Background: an optimization exercise with open tools, aiming at small area, a short achievable clock period and few clock cycles per item. Do not read the settings as production practice.
In this exercise RTL edits were held to simulation tests only and were not proved equivalent to the original.

Setup of main:
// modular_exponentiation
module modular_exponentiation
#(
   parameter int MODULUS_BITS  = 32,
   parameter int EXPONENT_BITS = 64
) (
   input  logic                      clock,
   input  logic                      reset,
   input  logic                      req_tvalid,
   output logic                      req_tready,
   input  logic [REQ_DATA_WIDTH-1:0] req_tdata,    
   output logic                      rsp_tvalid,
   input  logic                      rsp_tready,
   output logic [RESULT_WIDTH-1:0]   rsp_tdata,    
   input  logic                      csr_psel,
   input  logic                      csr_penable,
   input  logic                      csr_pwrite,
   input  logic [CSR_ADDR_WIDTH-1:0] csr_paddr,
   input  logic [CSR_DATA_WIDTH-1:0] csr_pwdata,
   output logic [CSR_DATA_WIDTH-1:0] csr_prdata,
   output logic                      csr_pready
);
   logic [2:0]               state_ff, state_in;
   logic [1:0]               op_ff, op_in;
   logic [31:0]              modulus_ff, modulus_in;
   logic [31:0]              m_ff, m_in;            
   logic [4:0]               sh_ff, sh_in;          
   logic [32:0]              x_ff, x_in;            
   logic [32:0]              r_ff, r_in;            
   logic [DW-1:0]            sv_ff, sv_in;          
   logic [DW-1:0]            cv_ff, cv_in;
   logic [EXPONENT_BITS-1:0] e_ff, e_in;
   logic [4:0]               cnt_ff, cnt_in;        
   logic                     first_ff, first_in;    
  ...
clock: 10.0 ns
lec_check: 0
cap_margin: 20
core_margin: 2
core_utilization: 40
setup_slack_margin: 4.0
slew_margin: 20
run.sh (not shown) runs the stock make flow with config.mk's settings and CLKGATE_MAP_FILE= SYNTH_SCRIPT=/design/flow/synth_recipe.tcl, a recipe that flattens the netlist after the stock synthesis.
Testbench counts of main, summed over its fixed seeds: cycles 110,475, items 128.
[inputs] the feature branch vs main
Settings: a change of SETUP_SLACK_MARGIN from 4.0 to 4.5.
## What came out
The feature branch: all stages complete, timing, DRC and antenna checks passed

========
P:
Another version of the RTL of modular_exponentiation (not shown whole).
Size in the first run: about 290 flip-flops, ~240 I/O pins.
clock: 10.0 ns
lec_check: 0
cap_margin: 20
core_margin: 2
core_utilization: 40
setup_slack_margin: 4.5
slew_margin: 20
tns_end_percent: 5
P finished every step from synthesis to the final layout, and the layout passed the timing, design-rule and antenna checks.
Testbench counts of P, summed over its fixed seeds: cycles 110,475, items 128.
Input-level comparison between Q and P:
Settings: TNS_END_PERCENT no longer set, was 5.
Results
- Across both runs, layout overhead on the synthesized area was higher for Q than for P.
- For the number of vias per cell after detailed routing, Q came in 0.97% higher than P did.

========
modular_exponentiation again, from the RTL that the note above started with.
==> flow/design.v (excerpt) <==
module modular_exponentiation
#(
   parameter int MODULUS_BITS  = 32,
   parameter int EXPONENT_BITS = 64
) (
   input  logic                      clock,
   input  logic                      reset,
   input  logic                      req_tvalid,
   output logic                      req_tready,
   input  logic [REQ_DATA_WIDTH-1:0] req_tdata,    
   output logic                      rsp_tvalid,
   input  logic                      rsp_tready,
   output logic [RESULT_WIDTH-1:0]   rsp_tdata,    
   input  logic                      csr_psel,
   input  logic                      csr_penable,
   input  logic                      csr_pwrite,
   input  logic [CSR_ADDR_WIDTH-1:0] csr_paddr,
   input  logic [CSR_DATA_WIDTH-1:0] csr_pwdata,
   output logic [CSR_DATA_WIDTH-1:0] csr_prdata,
   output logic                      csr_pready
);
Settings: LEC_CHECK=0, CAP_MARGIN=20, CORE_MARGIN=2, CORE_UTILIZATION=40, SETUP_SLACK_MARGIN=4.0, SLEW_MARGIN=20, TNS_END_PERCENT=5; clock period 10.0 ns.
Testbench counts at the start, summed over its fixed seeds: cycles 110,475, items 128.
Change:
- PLACE_DENSITY: not set -> 0.7
- SETUP_SLACK_MARGIN: 4.0 -> 4.5
The changed run produced a clean layout.
Clock skew barely changes.
Final area goes up by about 1.7%.
Global-route usage goes down by 1.1 points.
Sequential share of layout area goes down by 0.37 points.
Non-clock buffer count goes up by 26.
Change:
- PLACE_DENSITY: 0.7 -> not set
- SETUP_SLACK_MARGIN: 4.5 -> 5
Result:
- The new run finished with timing, DRC and antenna clean
- final area went up by 0.56%
- die area does not change
- synthesized area stays the same
- routed wire length goes up by 4.4%
- clock-buffer cell count climbs by 4
- first-iteration DRC count fell by 16%
- maximum frequency climbs by 2.5%
- critical path depth is higher by 1
- global-route usage goes up by 1.4 points
Change:
- SETUP_SLACK_MARGIN: 5 -> 4.75
- TNS_END_PERCENT: 5 -> 2
- final area falls by 2.0%
- maximum frequency stays flat

========
== before ==
modular_exponentiation, a different RTL version from the one above (not shown whole).
Size: ~3,000 cells after synthesis, roughly 300 flip-flops, roughly 240 I/O pins, ~0.025 sq mm of cells after synthesis.
==> flow/config.mk <==
export PLATFORM = sky130hd
export DESIGN_NAME = modular_exponentiation
export DESIGN_NICKNAME = modular_exponentiation
export VERILOG_FILES = /design/flow/design.v
export SDC_FILE = /design/flow/constraint.sdc
export NUM_CORES = 4
export LEC_CHECK = 0
export CAP_MARGIN = 20
export CORE_MARGIN = 2
export CORE_UTILIZATION = 40
export SETUP_SLACK_MARGIN = 4.5
export SLEW_MARGIN = 20
export TNS_END_PERCENT = 5
==> flow/constraint.sdc <==
create_clock -name core_clock -period 10.0 [get_ports {clock}]
set_input_delay 2.0000 -clock core_clock [delete_from_list [all_inputs] [get_ports {clock}]]
set_output_delay 2.0000 -clock core_clock [all_outputs]
set_load 0.01 [all_outputs]
Testbench counts of before, summed over its fixed seeds: cycles 110,475, items 128.
[inputs] after vs before
# before
export LEC_CHECK = 0
export CAP_MARGIN = 20
export CORE_MARGIN = 2
export CORE_UTILIZATION = 40
export SETUP_SLACK_MARGIN = 4.5
export SLEW_MARGIN = 20
export TNS_END_PERCENT = 5
create_clock -name core_clock -period 10.0 [get_ports {clock}]
# after
export LEC_CHECK = 0
export CAP_MARGIN = 20
export CORE_MARGIN = 2
export CORE_UTILIZATION = 40
export SETUP_SLACK_MARGIN = 4.5
export SLEW_MARGIN = 20
create_clock -name core_clock -period 10.0 [get_ports {clock}]
[summary]
Of before and after, the lower final cell count belongs to before. Detailed-route vias per instance: after vs before up 0.046. On final standard cell area without fillers: after sits above before.

-- static timing again, ports no longer ideal --
No port has a modelled driver above. Below, the same layouts with a new extraction and two added sets of constraints.
Step 1 sets driving cells, clkbuf_16 on the clock port and buf_2 on the other inputs (assumed; they add their load-dependent delay and slew).
Step 2 moves the port delays by t, midway between the first and last clock arrival at a register: inputs arrive t later, outputs are due t later. That takes back most of the time a late clock gives input paths.
Slacks: no drivers / after step 1 / after step 2; pairs: no drivers / after step 1.
run | shift t [ns] | slack for setup (ns) | cell pins on the clock port's net
main | 0.627 | 3.957 / 3.957 / 3.482 | 1
the feature branch | 0.620 | 3.935 / 3.935 / 3.935 | 1
P | 0.626 | 4.051 / 4.051 / 3.649 | 1
Q | 0.627 | 3.987 / 3.987 / 3.987 | 1
the first run of note 3 | 0.619 | 3.860 / 3.860 / 3.860 | 1
the second run of note 3 | 0.641 | 3.913 / 3.913 / 3.418 | 1
the third run of note 3 | 0.627 | 4.060 / 4.060 / 4.060 | 1
the fourth run of note 3 | 0.623 | 4.051 / 4.051 / 3.611 | 1
before | 0.630 | 4.156 / 4.156 / 3.590 | 1
after | 0.633 | 4.172 / 4.172 / 3.868 | 1
After both steps setup and hold are still met in every run listed. The setup slack of before, which loses most, moves by 0.000 ns with the drivers and by -0.566 ns with both steps.
